Context: an optimization exercise on an open-source flow, tuned for small area, a short achievable clock period and few clock cycles per item. The choices shown serve that exercise and are no tape-out recipe.
At most, simulation tests tie the RTL to the original design; equivalence was not proved.

## main
==> module window_level_to_rgb8, before the edit <==
module window_level_to_rgb8 (
  input  wire logic clk,
  input  wire logic rst,
  input  wire logic cfg_we,
  input  wire logic [1:0] cfg_index,
  input  wire logic [31:0] cfg_data,
  input  wire logic pix_in_valid,
  output logic pix_in_ready,
  input  wire logic [32+16*3+8-1:0] pix_in_data,
  output logic pix_out_valid,
  input  wire logic pix_out_ready,
  output logic [31:0] pix_out_data
);
  localparam int RW = wl_pkg::RW;
  localparam int NST = 7;
  logic [1:0] fmt;
  logic signed [31:0] lo, hi;
  always_ff @(posedge clk) begin
    if (rst) begin
      fmt <= wl_pkg::FMT_GRAY;
      lo <= '0;
      hi <= 32'sd255;
    end else if (cfg_we) begin
      case (cfg_index)
        wl_pkg::REG_FORMAT: fmt <= cfg_data[1:0];
        wl_pkg::REG_LOW:    lo <= cfg_data;
        wl_pkg::REG_HIGH:   hi <= cfg_data;
        default: ;
      endcase
    end
  end
  logic is_gray, is_rgb16, is_rgb8;
  assign is_gray  = fmt == wl_pkg::FMT_GRAY;
  assign is_rgb16 = fmt == wl_pkg::FMT_RGB16;
  assign is_rgb8  = fmt[1];
  logic [RW:0] dw, dn;
  logic dneg, dzero;
  logic [RW:0] dhl;
  wl_add #(.W(RW+1)) u_dhl (.a({hi[31], hi}), .b(~{lo[31], lo}), .cin(1'b1), .s(dhl));
  assign dw = is_rgb8 ? '0 : dhl;
  always_ff @(posedge clk) begin
    dn <= dw ^ {(RW+1){dw[RW]}};
    dneg <= dw[RW];
  end
  assign dzero = dn == '0 && !dneg;
  logic [RW:0] ea;
  logic va, bypa;
  logic [NST:0][RW:0] r;
  logic [NST:0][7:0] xq;
  logic [NST:0] vl, zr, st, byp;
  logic [3:0] hcnt;
  logic hd_end;
  assign hd_end = hcnt == 4'd0;
  logic rmode, out_free, deliver, recirc;
  assign out_free = !pix_out_valid || pix_out_ready;
  assign deliver = vl[NST] && out_free && (!rmode || hd_end);
  assign recirc = vl[NST] && !deliver;
  logic ivld, ilast;
  logic [1:0] iph;
  logic [47:0] ib;
  logic front_free, issue, accept;
  assign front_free = !recirc && !rmode;
  assign issue = ivld && front_free;
  assign pix_in_ready = !ivld || (front_free && ilast);
  assign accept = pix_in_valid && pix_in_ready;
  logic [31:0] gs;
  logic [15:0] ri, gi, bi;
  logic [7:0] ai;
  assign {gs, ri, gi, bi, ai} = pix_in_data;
  always_ff @(posedge clk) begin
    if (rst) begin
      ivld <= 1'b0;
    end else if (pix_in_ready) begin
      ivld <= pix_in_valid;
    end
  end
  always_ff @(posedge clk) begin
    if (pix_in_ready) begin
      iph <= '0;
      ilast <= !is_rgb16;
      if (is_gray) ib <= {16'd0, gs};
      else if (is_rgb16) ib <= {ri, gi, bi};
      else ib <= {16'd0, ri[7:0], gi[7:0], bi[7:0], fmt[0] ? ai : 8'd0};
    end else if (issue) begin
      iph <= iph + 2'd1;
      ilast <= iph == 2'd1;
      ib <= {ib[31:0], 16'd0};
    end
  end
  logic signed [32:0] v;
  logic [RW:0] eb;
  always_comb begin
    if (is_gray) v = {ib[31], ib[31:0]};
    else if (is_rgb16) v = {17'd0, ib[47:32]};
    else v = {1'b0, ib[31:0]};
  end
  wl_add #(.W(RW+1)) u_ea (
    .a(v), .b(is_rgb8 ? '1 : ~{lo[31], lo}), .cin(1'b1), .s(eb)
  );
  logic sl, fs;
  logic [7:0] y;
  logic [31:0] d32;
  assign sl = !r[NST][RW];
  wl_msb #(.W(RW+1)) u_last (
    .a({r[NST][RW-1:0], xq[NST][7]}), .b(dn ^ {(RW+1){sl}}), .cin(sl ^ dneg), .s(fs)
  );
  always_comb begin
    if (byp[NST]) y = {xq[NST][6:0], xq[NST][7]};
    else if (dzero) y = 8'd128;
    else if (zr[NST]) y = 8'd0;
    else if (st[NST]) y = 8'd255;
    else y = {xq[NST][5:0], !r[NST][RW], !fs};
    d32 = {r[NST][30:0], xq[NST][7]};
  end
  always_ff @(posedge clk) begin
    if (recirc) ea <= is_rgb8 ? {1'b0, d32} : {25'd0, y};
    else ea <= eb;
    bypa <= recirc;
  end
  logic [RW-1:0] ub;
  logic sb;
  wl_add #(.W(RW)) u_ub (
    .a(ea[RW-1:0]), .b(~{{8{ea[RW]}}, ea[RW-1:8]}),
    .cin(!(dneg || ea[7:0] != 8'd0)), .s(ub)
  );
  wl_msb #(.W(RW+2)) u_sat (
    .a({ea[RW], ea}), .b({1'b0, dn} ^ {(RW+2){!dneg}}), .cin(!dneg), .s(sb)
  );
  always_ff @(posedge clk) begin
    if (is_rgb8 || bypa) begin
      r[0] <= {9'd0, ea[31:8]};
      xq[0] <= ea[7:0];
    end else begin
      r[0] <= {1'b0, ub ^ {RW{dneg}}};
      xq[0] <= dneg ? ea[7:0] : -ea[7:0];
    end
    zr[0] <= ea == '0 || (ea[RW] ^ dneg);
    st[0] <= dneg ? sb : !sb;
    byp[0] <= bypa;
  end
  for (genvar k = 0; k < NST; k++) begin : g_div
    wl_div_stage u_div (
      .clk(clk), .dn(dn), .dneg(dneg), .byp(byp[k]),
      .r_in(r[k]), .xq_in(xq[k]),
      .r_out(r[k+1]), .xq_out(xq[k+1])
    );
    always_ff @(posedge clk) begin
      zr[k+1] <= zr[k];
      st[k+1] <= st[k];
      byp[k+1] <= byp[k];
    end
  end
  always_ff @(posedge clk) begin
    if (rst) begin
      va <= 1'b0;
      vl <= '0;
      hcnt <= '0;
      rmode <= 1'b0;
    end else begin
      va <= recirc || issue;
      vl <= {vl[NST-1:0], va};
      rmode <= recirc || (rmode && !(vl[NST] && hd_end));
      if (recirc && (!rmode || hd_end)) hcnt <= 4'(NST + 1);
      else if (hcnt != 4'd0) hcnt <= hcnt - 4'd1;
    end
  end
  logic [1:0] och;
  logic olast;
  assign olast = !is_rgb16 || och == 2'd2;
  always_ff @(posedge clk) begin
    if (rst) och <= '0;
    else if (deliver) och <= olast ? 2'd0 : och + 2'd1;
  end
  always_ff @(posedge clk) begin
    if (deliver) begin
      if (is_gray) pix_out_data <= {y, y, y, 8'd0};
      else if (is_rgb16) pix_out_data <= {pix_out_data[23:8], y, 8'd0};
      else pix_out_data <= d32;
    end
  end
  always_ff @(posedge clk) begin
    if (rst) pix_out_valid <= 1'b0;
    else if (deliver) pix_out_valid <= olast;
    else if (pix_out_ready) pix_out_valid <= 1'b0;
  end
endmodule
clock: 5.0 ns
lec_check: 0
cap_margin: 20
core_margin: 2
core_utilization: 40
place_density: 0.6
setup_slack_margin: 2.0
slew_margin: 20
synth_hierarchical: 1
run.sh (not shown) runs the stock make flow with config.mk's settings and CLKGATE_MAP_FILE= SYNTH_SCRIPT=/design/flow/synth_recipe.tcl, a recipe that flattens the netlist after the stock synthesis.
Setup changes, main to the feature branch
-- flow/design.v --
<<< main, line 146
  assign dzero = dn == '0 && !dneg;
  logic [RW:0] ea;
  logic va, bypa;
  logic [NST:0][RW:0] r;
  logic [NST:0][7:0] xq;
  logic [NST:0] vl, zr, st, byp;
  logic [3:0] hcnt;
  logic hd_end;
  assign hd_end = hcnt == 4'd0;
  logic rmode, out_free, deliver, recirc;
  assign out_free = !pix_out_valid || pix_out_ready;
  assign deliver = vl[NST] && out_free && (!rmode || hd_end);
  assign recirc = vl[NST] && !deliver;
  logic ivld, ilast;
>>> the feature branch, line 146
  assign dzero = dn == '0 && !dneg;
  logic [RW:0] ea;
  logic va, bypa, hda;
  logic [NST:0][RW:0] r;
  logic [NST:0][7:0] xq;
  logic [NST:0] vl, zr, st, byp, hd;
  logic rmode, out_free, deliver, recirc;
  assign out_free = !pix_out_valid || pix_out_ready;
  assign deliver = vl[NST] && out_free && (!rmode || hd[NST]);
  assign recirc = vl[NST] && !deliver;
  logic ivld, ilast;
<<< main, line 218
    else ea <= eb;
    bypa <= recirc;
  end
  logic [RW-1:0] ub;
>>> the feature branch, line 215
    else ea <= eb;
    bypa <= recirc;
    hda <= recirc && (!rmode || hd[NST]);
  end
  logic [RW-1:0] ub;
<<< main, line 239
    st[0] <= dneg ? sb : !sb;
    byp[0] <= bypa;
  end
  for (genvar k = 0; k < NST; k++) begin : g_div
>>> the feature branch, line 237
    st[0] <= dneg ? sb : !sb;
    byp[0] <= bypa;
    hd[0] <= hda;
  end
  for (genvar k = 0; k < NST; k++) begin : g_div
<<< main, line 250
      st[k+1] <= st[k];
      byp[k+1] <= byp[k];
    end
  end
>>> the feature branch, line 249
      st[k+1] <= st[k];
      byp[k+1] <= byp[k];
      hd[k+1] <= hd[k];
    end
  end
<<< main, line 256
      va <= 1'b0;
      vl <= '0;
      hcnt <= '0;
      rmode <= 1'b0;
    end else begin
      va <= recirc || issue;
      vl <= {vl[NST-1:0], va};
      rmode <= recirc || (rmode && !(vl[NST] && hd_end));
      if (recirc && (!rmode || hd_end)) hcnt <= 4'(NST + 1);
      else if (hcnt != 4'd0) hcnt <= hcnt - 4'd1;
    end
  end
>>> the feature branch, line 256
      va <= 1'b0;
      vl <= '0;
      rmode <= 1'b0;
    end else begin
      va <= recirc || issue;
      vl <= {vl[NST-1:0], va};
      rmode <= recirc || (rmode && !(vl[NST] && hd[NST]));
    end
  end
==> comparison <==
NOTE detailed placement HPWL main->the feature branch increased by a few percent. On relative area change from synthesis to final layout: between main and the feature branch, it ends up higher for main. For the number of global-route vias before repair, the feature branch came in 0.57% lower than main did. Per the comparison of the feature branch with main, via count has increased. Max freq main -> the feature branch: improved. Re post-cts gate resize count: main and the feature branch aren't equal, and the higher value belongs to main. Compared with main, the feature branch shows a lower biggest cell delay along the critical path. On starting utilization of the core area, main and the feature branch are basically level. Total wire length (the feature branch over main): increase, about 3.4%. Utilization after layout delta (main -> the feature branch): insignificant. On register-to-register setup slack, the feature branch does better than main. Count of clock-net buffers in the final layout | the feature branch above main.
Testbench counts of the feature branch, summed over its fixed seeds: cycles 15,817, items 8,192.
No functional check of the RTL was part of main.

[static timing again, ports no longer ideal]
No port has a modelled driver above. Below, the same layouts with a new extraction and two added sets of constraints. Step 1 assumes that a clkbuf_16 drives the clock port and a buf_2 every other input. Step 2 also shifts input and output timing later by t, the mid clock arrival at the registers, as if the neighbouring blocks saw the same clock. Slacks: ideal / step 1 / step 2; pairs: ideal / step 1.
run | t, ns | setup WS [ns] | hold slack, ns | worst setup path after step 2 | latest minus earliest clock arrival (ns)
main | 0.671 | 1.713 / 1.713 / 1.713 | 0.317 / 0.317 / 0.317 | register to register | 0.029 / 0.029
the feature branch | 0.667 | 2.002 / 2.002 / 1.647 | 0.319 / 0.319 / 0.319 | input to register | 0.024 / 0.025
After both steps setup and hold are still met in every run listed. For the feature branch, which loses most, drivers alone change the setup slack by 0.000 ns; drivers and shift together by -0.355 ns.
